What follows belongs to an exercise in optimizing a design on an open flow for small area and a short achievable clock period; a production flow would make more cautious choices. RTL that was checked went through simulation tests only; none was proved equivalent to the original. Power figures rest on the tool's default switching activity, not on a simulated workload.

Design flow_switch_top, start of the top module:
module flow_switch_top (
	input  logic                        clk,
	input  logic                        reset_L,
	input  logic                        i_psel,
	input  logic                        i_penable,
	input  logic                        i_pwrite,
	input  logic [4-1:0]          i_paddr,
	input  logic [8-1:0]          i_pwdata,
	output logic [8-1:0]          o_prdata,
	output logic                        o_pready,
	output logic                        o_pslverr,
	input  logic [4-1:0]          i_push,
	input  logic [4*6-1:0]  i_in_data,
	input  logic [4-1:0]          i_pop,
	output logic [4*6-1:0]  o_out_data,
	output logic [4-1:0]          o_out_empty
);
Size: roughly 730 flip-flops, ~87 I/O pins, about 32,000 um2 of cells after synthesis.
clock: 5.0 ns
lec_check: 0
cap_margin: 20
core_margin: 2
core_utilization: 45
place_density: 0.6
setup_slack_margin: 2.8
slew_margin: 20
run.sh (not shown) runs the stock make flow with config.mk's settings and CLKGATE_MAP_FILE= SYNTH_SCRIPT=/design/flow/synth_recipe.tcl, a recipe that flattens the netlist after the stock synthesis.
The baseline produced a clean layout.
Next try:
SETUP_SLACK_MARGIN = 2.2   (was 2.8)
What happened:
- worst setup slack is better by 0.098 ns
- final cell count falls by 4.5%
- design area falls by about 9%
- total power falls by about 2.8%
- sequential share of layout area rises by 4.9 points
- critical path depth falls by 1
- die area does not change
Next try:
SETUP_SLACK_MARGIN = 2.5   (was 2.2)
After rerunning:
- die area is unchanged
- cell area grows by 3.3%
- clock-buffer cell count shrinks by 8
- power grows by about 1.3%
- routed wire length grows by about 3.4%
- cell count grows by about 1.6%
- setup slack got worse by 0.15 ns
- utilization grows by 1.7 points
- via count grows by about 2%
- synthesized cell count stays the same
- fmax shrinks by about 5%
No functional check of the RTL was part of any run of this note.

* * *

flow_switch_top, a different RTL version from the one above (not shown whole).
Size in the first run: ~2000 cells after synthesis, ~87 I/O pins, ~29000 µm² of cells after synthesis.
Settings: LEC_CHECK=0, CAP_MARGIN=20, CORE_MARGIN=2, CORE_UTILIZATION=45, CTS_BUF_LIST=sky130_fd_sc_hd__clkbuf_8, CTS_CLUSTER_DIAMETER=50, CTS_CLUSTER_SIZE=16, PLACE_DENSITY=0.6, SETUP_SLACK_MARGIN=2.25, SLEW_MARGIN=20; clock period 5.0 ns.
standard.sh (not shown) runs the stock make flow with config.mk's settings and CLKGATE_MAP_FILE= SYNTH_SCRIPT=/design/flow/synth_recipe.tcl, a recipe that flattens the netlist after the stock synthesis.
==> flow/flow/run.sh <==
#!/bin/bash
# Standard synthesis (standard.sh synth, unchanged), then its combinational
# logic re-mapped by ABC (flow/remap.ys.in: the APB read-data cone first, for
# delay, then the rest; every register stays the instance and cell type the
# standard synthesis made), then the standard layout steps on that netlist,
# with sizing free to change a cell's footprint and the port buffers built
# from buf_2. Each tool's output goes to its own log here: synth.log,
# remap.log, finish.log.
set -euo pipefail
W=$(pwd)
R=$W/orfs/results/$FLOW_PLATFORM/flow_switch_top/base
LIB=$FLOW_HOME/platforms/sky130hd/lib/sky130_fd_sc_hd__tt_025C_1v80.lib
DELAY=${REMAP_DELAY_PS:-2000}
bash standard.sh synth > $W/synth.log 2>&1
cp $R/1_2_yosys.v $W/std_synth.v
sed -e "s|@LIB@|$LIB|g" -e "s|@IN@|$W/std_synth.v|g" -e "s|@OUT@|$W/remap.v|g" \
    -e "s|@DELAY@|$DELAY|g" -e "s|@CONSTR@|$W/flow/abc.constr|g" -e "s|@RDSCRIPT@|$W/flow/rdcone.abc|g" flow/remap.ys.in > $W/remap.ys
yosys -s $W/remap.ys > $W/remap.log 2>&1
cp $W/remap.v $R/1_2_yosys.v
rm -f $R/1_synth.odb $R/1_synth.sdc
bash standard.sh MATCH_CELL_FOOTPRINT=0 'BUFFER_PORTS_ARGS=-buffer_cell sky130_fd_sc_hd__buf_2' finish > $W/finish.log 2>&1
Other scripts of this flow, unchanged in this note and not shown: flow/flow/abc.constr, flow/flow/rdcone.abc, flow/flow/remap.ys.in
The first run passed the timing, design-rule and antenna checks.
Next try:
--- a/flow/flow/run.sh
+++ b/flow/flow/run.sh
@@ -1,9 +1,4 @@
 #!/bin/bash
-# Standard synthesis (standard.sh synth, unchanged), then its combinational
-# logic re-mapped by ABC (flow/remap.ys.in: the APB read-data cone first, for
-# delay, then the rest; every register stays the instance and cell type the
-# standard synthesis made), then the standard layout steps on that netlist,
-# with sizing free to change a cell's footprint and the port buffers built
-# from buf_2. Each tool's output goes to its own log here: synth.log,
-# remap.log, finish.log.
+# Standard synthesis, then the combinational logic re-mapped by ABC with a
+# delay target (registers untouched), then the standard layout steps.
 set -euo pipefail
SETUP_SLACK_MARGIN = 2.2   (was 2.25)
Count of clock-buffer cells in the layout rises by 3.
Design area went down by 0.77%.
Combinational power stays flat.
Setup slack gets better by 100 ps.

* * *

flow_switch_top, a different RTL version from the one above (not shown whole).
For scale: roughly 2,200 cells after synthesis, ~720 flip-flops, roughly 87 I/O pins.
clock: 5.0 ns
lec_check: 0
cap_margin: 20
core_margin: 2
core_utilization: 45
place_density: 0.6
setup_slack_margin: 2.0
slew_margin: 20
run.sh (not shown) runs the stock make flow with config.mk's settings and CLKGATE_MAP_FILE= SYNTH_SCRIPT=/design/flow/synth_recipe.tcl, a recipe that flattens the netlist after the stock synthesis.
Stock flow here: none of the scripts above is used.
Change:
Settings changed: SETUP_SLACK_MARGIN 2.0 to 2.6.
- The new run went through all stages and came out clean
- die area stays the same
- total power barely changes
- core utilization rises by 0.38 points
- via count came out higher by 0.60%
- final cell count hardly moves
- design area increases by 0.63%
- worst hold slack stays flat

[port drivers added, routing unchanged]
The results above use ideal ports. As a check the final layouts listed here were re-extracted and re-timed, cells and wires unchanged. Step 1: set_driving_cell puts a clkbuf_16 on clk and a buf_2 on each other input, an assumption about the parent block. Step 2, shift: input delay + t, output delay - t, t = (earliest + latest rising clock arrival at the registers) / 2. This alone moves slack from input paths to output paths. Three values: no drivers, after step 1, after step 2; two values: the first two.
run	t (ns)	slack for setup (ns)	clock arrival spread, ns	worst register clock-pin slew, ns
the first run of note 1	0.673	2.003 / 2.003 / 1.474	0.028 / 0.029	0.06 / 0.06
the second run of note 1	0.681	2.101 / 2.052 / 1.519	0.028 / 0.028	0.07 / 0.07
the third run of note 1	0.669	1.954 / 1.954 / 1.473	0.027 / 0.026	0.06 / 0.06
the first run of note 2	0.748	2.156 / 2.156 / 1.670	0.050 / 0.050	0.10 / 0.10
the second run of note 2	0.736	2.260 / 2.187 / 1.654	0.037 / 0.037	0.11 / 0.11
the first run of note 3	0.674	0.433 / 0.433 / 0.433	0.032 / 0.033	0.06 / 0.06
the second run of note 3	0.675	0.497 / 0.497 / 0.497	0.032 / 0.033	0.06 / 0.06
After both steps setup and hold are still met in every run listed. The setup slack of the second run of note 2, which loses most, moves by -0.073 ns with the drivers and by -0.606 ns with both steps.
